What follows belongs to an exercise in optimizing a design on an open flow for small area and a short achievable clock period; a production flow would make more cautious choices. At most, simulation tests tie the RTL to the original design; equivalence was not proved.

==> run H <==
## pcie_cfg_top
module pcie_cfg_top (
    input  logic          clk_pcie,
    input  logic          rst,
    input  logic          i_cmd_valid,
    input  logic [63:0]   i_cmd,
    output logic          o_cmd_ready,
    output logic          o_rsp_valid,
    output logic [31:0]   o_rsp,
    input  logic          i_rsp_ready,
    output logic [49:0]   o_mgmt,
    input  logic [32:0]   i_mgmt,
    input  logic [47:0]   i_status,
    output logic [15:0]   o_pcie_id
);
Settings: LEC_CHECK=0, CAP_MARGIN=20, CORE_MARGIN=2, CORE_UTILIZATION=40, SLEW_MARGIN=20; clock period 7.0 ns.
run.sh (not shown) runs the stock make flow with config.mk's settings and CLKGATE_MAP_FILE= SYNTH_SCRIPT=/design/flow/synth_recipe.tcl, a recipe that flattens the netlist after the stock synthesis.
==> inputs of run G, as changes to run H <==
--- a/flow/design.v
+++ b/flow/design.v
@@ -13,12 +13,46 @@
         32'd20,                  
         16'h0000,                
         RW_MAGIC                 
     };
 endpackage
 `timescale 1ns/10ps
+module cfg_trit_enc (
+    input  logic [5:0] i_mv,      
+    output logic [4:0] o_code
+);
+    logic ma, va, mb, vb, mc, vc;
+    assign {mc, vc, mb, vb, ma, va} = i_mv;
+    always_comb
+    begin
+        case ({mc, mb, ma})
+            3'b111:  o_code = {2'b11, vc, vb, va};
+            3'b011:  o_code = {3'b100, vb, va};
+            3'b101:  o_code = {3'b101, vc, va};
+            3'b110:  o_code = {3'b010, vc, vb};
+            3'b001:  o_code = {4'b0110, va};
+            3'b010:  o_code = {4'b0111, vb};
+            3'b100:  o_code = {4'b0000, vc};
+            default: o_code = 5'b00100;
+        endcase
+    end
+endmodule
+module cfg_trit_dec (
+    input  logic [4:0] i_code,
+    output logic [5:0] o_mv       
+);
+    logic [4:0] c;
+    assign c = i_code;
+    assign o_mv[1] = c[4] | (c[3] & c[2] & ~c[1]);
+    assign o_mv[0] = c[0];
+    assign o_mv[3] = (c[4] & c[3]) | (c[4] & ~c[2]) | (~c[4] & c[3] & ~c[2]) | (~c[4] & c[3] & c[1]);
+    assign o_mv[2] = c[4] ? c[1] : c[0];
+    assign o_mv[5] = (c[4] & c[3]) | (c[4] & c[2]) | (~c[4] & c[3] & ~c[2]) | (~c[4] & ~c[3] & ~c[2] & ~c[1]);
+    assign o_mv[4] = (c[4] & c[3]) ? c[2] : ((c[4] | c[3]) ? c[1] : c[0]);
+endmodule
+`timescale 1ns/10ps
 module pcie_cfg_top (
     input  logic          clk_pcie,
     input  logic          rst,
     input  logic          i_cmd_valid,
     input  logic [63:0]   i_cmd,
     output logic          o_cmd_ready,
@@ -41,18 +75,22 @@
     logic         done;
     logic         busy;
     logic         launch;
     logic         timer_run;
     logic         auto_wr;
     logic [1:0]   mgmt_en;
-    logic [49:0]  cmd_in;
-    logic [49:0]  hd;
+    logic [44:0]  cmd_in;
+    logic [44:0]  hd;
     logic         hd_v;
-    logic [49:0]  cring [15];
-    logic [3:0]   c_rp;
-    logic [3:0]   c_wp;
+    logic [44:0]  cring [15];
+    logic [14:0]  c_rp;
+    logic [14:0]  c_wp;
+    logic [44:0]  c_rd;
+    logic [44:0]  hd_d;
+    logic         hd_rw_ok;      
+    logic         hd_ro_ok;      
     logic [3:0]   c_rc;
     logic         wr_en_q;
     logic [15:0]  hd_val;
     logic [15:0]  hd_msk;
     logic [15:0]  hd_addr;
     logic [1:0]   hd_typ;
@@ -63,75 +101,101 @@
     logic         pop;
     logic         cmd_rd;
     logic         cmd_wr;
     logic         hfree;
     logic         c_take;
     logic         c_push_ring;
-    assign cmd_in  = {i_cmd[63:16], i_cmd[13:12]};
-    assign hd_val  = hd[49:34];
-    assign hd_msk  = hd[33:18];
+    logic [26:0]  cmd_code;
+    logic [26:0]  hd_code;
+    for (genvar g = 0; g < 5; g++)
+    begin : g_tenc
+        cfg_trit_enc u_enc (
+            .i_mv({i_cmd[32+3*g+2], i_cmd[48+3*g+2], i_cmd[32+3*g+1], i_cmd[48+3*g+1],
+                   i_cmd[32+3*g], i_cmd[48+3*g]}),    
+            .o_code(cmd_code[5*g +: 5])
+        );
+        cfg_trit_dec u_dec (
+            .i_code(hd_code[5*g +: 5]),
+            .o_mv({hd_msk[3*g+2], hd_val[3*g+2], hd_msk[3*g+1], hd_val[3*g+1],
+                   hd_msk[3*g], hd_val[3*g]})
+        );
+    end
+    assign cmd_code[26:25] = {i_cmd[47], i_cmd[47] & i_cmd[63]};
+    assign hd_msk[15]      = hd_code[26];
+    assign hd_val[15]      = hd_code[25];
+    assign cmd_in  = {cmd_code, i_cmd[31:16], i_cmd[13:12]};
+    assign hd_code = hd[44:18];
     assign hd_addr = hd[17:2];
     assign hd_typ  = hd[1:0];
     assign c_full      = hd_v & (c_rc == 4'd15);
     assign o_cmd_ready = ~c_full;
     assign c_push      = i_cmd_valid & ~c_full;
     assign c_rne       = (c_rc != 4'd0);
     assign pop    = hd_v & ~rsp_hold & ~(rw_q[18] & busy);
     assign cmd_rd = pop & hd_typ[0];
     assign cmd_wr = pop & hd_typ[1] & hd_addr[15];
     assign hfree       = ~hd_v | (pop & ~(hd_typ[1] & hd_addr[15]));
     assign c_take      = hfree & c_rne;
     assign c_push_ring = c_push & ~(hfree & ~c_rne);
+    assign hd_d = c_rne ? c_rd : cmd_in;
     always_ff @(posedge clk_pcie)
     begin
         if (hfree)
         begin
-            hd <= c_rne ? cring[c_rp] : cmd_in;
+            hd       <= hd_d;
+            hd_rw_ok <= (hd_d[16:7] == 10'd0) & hd_d[17];
+            hd_ro_ok <= (hd_d[16:7] == 10'd0) & ~hd_d[17];
         end
-        if ((c_rc != 4'd15) | wr_en_q)
+        for (int i = 0; i < 15; i++)
         begin
-            cring[c_wp] <= cmd_in;
+            if (c_wp[i] & ((c_rc != 4'd15) | wr_en_q))
+            begin
+                cring[i] <= cmd_in;
+            end
+        end
+    end
+    always_comb
+    begin
+        c_rd = '0;
+        for (int i = 0; i < 15; i++)
+        begin
+            c_rd = c_rd | (cring[i] & {45{c_rp[i]}});
         end
     end
     always_ff @(posedge clk_pcie)
     begin
         if (rst)
         begin
             hd_v    <= 1'b0;
-            c_rp    <= '0;
-            c_wp    <= '0;
+            c_rp    <= 15'd1;
+            c_wp    <= 15'd1;
             c_rc    <= '0;
             wr_en_q <= 1'b0;
         end
         else
         begin
             hd_v    <= hfree ? (c_rne | c_push) : ~pop;
             wr_en_q <= cmd_wr;
             if (c_take)
             begin
-                c_rp <= (c_rp == 4'd14) ? 4'd0 : c_rp + 4'd1;
+                c_rp <= {c_rp[13:0], c_rp[14]};
             end
             if (c_push_ring)
             begin
-                c_wp <= (c_wp == 4'd14) ? 4'd0 : c_wp + 4'd1;
+                c_wp <= {c_wp[13:0], c_wp[14]};
             end
             if (c_push_ring & ~c_take)
             begin
                 c_rc <= c_rc + 4'd1;
             end
             else if (c_take & ~c_push_ring)
             begin
                 c_rc <= c_rc - 4'd1;
             end
         end
     end
-    logic [7:0]   rw_b [20];
-    logic [7:0]   ro_b [24];
-    logic [7:0]   rd_b [32];
-    logic [5:0]   o_hi;
-    logic         rd_small;
     logic [7:0]   rd_lo;
     logic [7:0]   rd_hi;
     logic [31:0]  rsp_word;
     logic [191:0] ro;
     assign ro = {
         res,
@@ -142,36 +206,56 @@
         i_status[31:16],
         i_status[34:32], i_status[39:35], i_status[47:40],
         32'd24,
         14'h0000, mgmt_en,
         cfg_pkg::RO_MAGIC
     };
+    logic [7:0]   rwb [34];
+    logic [7:0]   rob [34];
     always_comb
     begin
-        for (int k = 0; k < 32; k++)
+        for (int k = 0; k < 34; k++)
         begin
-            if (hd_addr[15])
-            begin
-                rd_b[k] = (k < 20) ? rw_q[8*(k % 20) +: 8] : 8'h00;
-            end
-            else
-            begin
-                rd_b[k] = (k < 24) ? ro[8*(k % 24) +: 8] : 8'h00;
-            end
+            rwb[k] = (k < 20) ? rw_q[8*(k % 20) +: 8] : 8'h00;
+            rob[k] = (k < 24) ? ro[8*(k % 24) +: 8] : 8'h00;
+        end
+    end
+    logic [7:0]   xe_rw, xo_rw, xn_rw, xe_ro, xo_ro, xn_ro;
+    logic [7:0]   rwe [16], rwo [16], rwn [16], roe [16], roo [16], ron [16];
+    logic [7:0]   l_rw, l_ro, h_rw, h_ro;
+    always_comb
+    begin
+        for (int j = 0; j < 16; j++)
+        begin
+            rwe[j] = rwb[2*j];
+            rwo[j] = rwb[2*j+1];
+            rwn[j] = rwb[2*j+2];
+            roe[j] = rob[2*j];
+            roo[j] = rob[2*j+1];
+            ron[j] = rob[2*j+2];
         end
     end
-    assign rd_small = (hd_addr[14:5] == 10'd0);
-    assign o_hi     = {1'b0, hd_addr[4:0]} + 6'd1;
-    assign rd_lo    = rd_small ? rd_b[hd_addr[4:0]] : 8'h00;
-    assign rd_hi    = (rd_small & ~o_hi[5]) ? rd_b[o_hi[4:0]] : 8'h00;
+    assign xe_rw = rwe[hd_addr[4:1]];
+    assign xo_rw = rwo[hd_addr[4:1]];
+    assign xn_rw = rwn[hd_addr[4:1]];
+    assign xe_ro = roe[hd_addr[4:1]];
+    assign xo_ro = roo[hd_addr[4:1]];
+    assign xn_ro = ron[hd_addr[4:1]];
+    assign l_rw = hd_addr[0] ? xo_rw : xe_rw;
+    assign h_rw = hd_addr[0] ? xn_rw : xo_rw;
+    assign l_ro = hd_addr[0] ? xo_ro : xe_ro;
+    assign h_ro = hd_addr[0] ? xn_ro : xo_ro;
+    assign rd_lo = ({8{hd_rw_ok}} & l_rw) | ({8{hd_ro_ok}} & l_ro);
+    assign rd_hi = ({8{hd_rw_ok}} & h_rw) | ({8{hd_ro_ok}} & h_ro);
     assign rsp_word = {hd_addr, rd_lo, rd_hi};
     logic [31:0]  rhd;
     logic         rhd_v;
     logic [31:0]  rring [15];
-    logic [3:0]   r_rp;
-    logic [3:0]   r_wp;
+    logic [14:0]  r_rp;
+    logic [14:0]  r_wp;
+    logic [31:0]  r_rd;
     logic [3:0]   r_rc;
     logic         rsp_push_q;
     logic         rfree;
     logic         r_take;
     assign rsp_hold = (r_rc == 4'd15) | ((r_rc == 4'd14) & rhd_v & ~rsp_push_q);
     assign rfree    = ~rhd_v | i_rsp_ready;
@@ -179,40 +263,51 @@
     assign o_rsp       = rhd;
     assign o_rsp_valid = rhd_v;
     always_ff @(posedge clk_pcie)
     begin
         if (r_take)
         begin
-            rhd <= rring[r_rp];
+            rhd <= r_rd;
         end
-        if (r_rc != 4'd15)
+        for (int i = 0; i < 15; i++)
+        begin
+            if (r_wp[i] & (r_rc != 4'd15))
+            begin
+                rring[i] <= rsp_word;
+            end
+        end
+    end
+    always_comb
+    begin
+        r_rd = '0;
+        for (int i = 0; i < 15; i++)
         begin
-            rring[r_wp] <= rsp_word;
+            r_rd = r_rd | (rring[i] & {32{r_rp[i]}});
         end
     end
     always_ff @(posedge clk_pcie)
     begin
         if (rst)
         begin
             rhd_v      <= 1'b0;
-            r_rp       <= '0;
-            r_wp       <= '0;
+            r_rp       <= 15'd1;
+            r_wp       <= 15'd1;
             r_rc       <= '0;
             rsp_push_q <= 1'b0;
         end
         else
         begin
             rsp_push_q <= cmd_rd;
             rhd_v      <= rfree ? (r_rc != 4'd0) : 1'b1;
             if (r_take)
             begin
-                r_rp <= (r_rp == 4'd14) ? 4'd0 : r_rp + 4'd1;
+                r_rp <= {r_rp[13:0], r_rp[14]};
             end
             if (cmd_rd)
             begin
-                r_wp <= (r_wp == 4'd14) ? 4'd0 : r_wp + 4'd1;
+                r_wp <= {r_wp[13:0], r_wp[14]};
             end
             if (cmd_rd & ~r_take)
             begin
                 r_rc <= r_rc + 4'd1;
             end
             else if (r_take & ~cmd_rd)
@@ -220,13 +315,13 @@
                 r_rc <= r_rc - 4'd1;
             end
         end
     end
     logic         wr_small;
     logic [159:0] rw_wr;
-    assign wr_small = (hd_addr[14:5] == 10'd0);
+    assign wr_small = hd_rw_ok;
     always_comb
     begin
         logic       lo_hit;
         logic       hi_hit;
         logic [7:0] bm;
         logic [7:0] bv;
Settings changed: ABC_CLOCK_PERIOD_IN_PS set to 3000, CTS_CLUSTER_DIAMETER set to 100, CTS_CLUSTER_SIZE set to 25, SETUP_SLACK_MARGIN set to 3.8.
==> results.ini <==
[drt]
vias=43080

[finish]
drive_above_1_share=0.09975
clk_share=0.03067

[logic_synthesis]
syn_area_sq_um=63020
synth_nets=4928

[worst_setup_path]
ff2ff_setup_slack_ps=3760
reg2reg_depth=9
reg2reg_from=hd[3]

[grt]
grt_max_degree=79

[outcome]
status=finished clean

(the above is from run G)
==> results.ini <==
[outcome]
status=finished clean

[worst_setup_path]
reg2reg_from=hd[5]
reg2reg_depth=11
slowest_delay_ps=1040
ff2ff_setup_slack_ps=1880

[logic_synthesis]
synthSimpleGateAreaFrac=0.07460
synth_nets=4798
syn_area_sq_um=68740

[finish]
clk_share=0.06754
drive_above_1_share=0.1837

[cts]
cts_setup_buffers=0

[drt]
vias=43350

[floorplan]
core_sq_um=171200

(the above is from run H)
For run G, only the layout was checked, not whether the RTL still works.

==> static timing again, ports no longer ideal <==
No port has a modelled driver above. Below, the same layouts with a new extraction and two added sets of constraints. Step 1, drivers: a clkbuf_16 drives clk_pcie and a buf_2 each remaining input, both assumed. Step 2 times the ports against the registers' clock, not the clock port: input delays grow and output delays shrink by t, the midpoint of the rising clock arrivals with the driver on. Three values: ideal, step 1, step 2; two values: the first two.
run	t, ns	setup slack, ns	worst slew at a driven data input, ns
run H	0.864	1.876 / 1.876 / 1.876	0.12
run G	0.795	3.764 / 3.754 / 3.175	0.19
After both steps every run listed still meets setup and hold. The setup slack of run G, which loses most, moves by -0.010 ns with the drivers and by -0.589 ns with both steps.
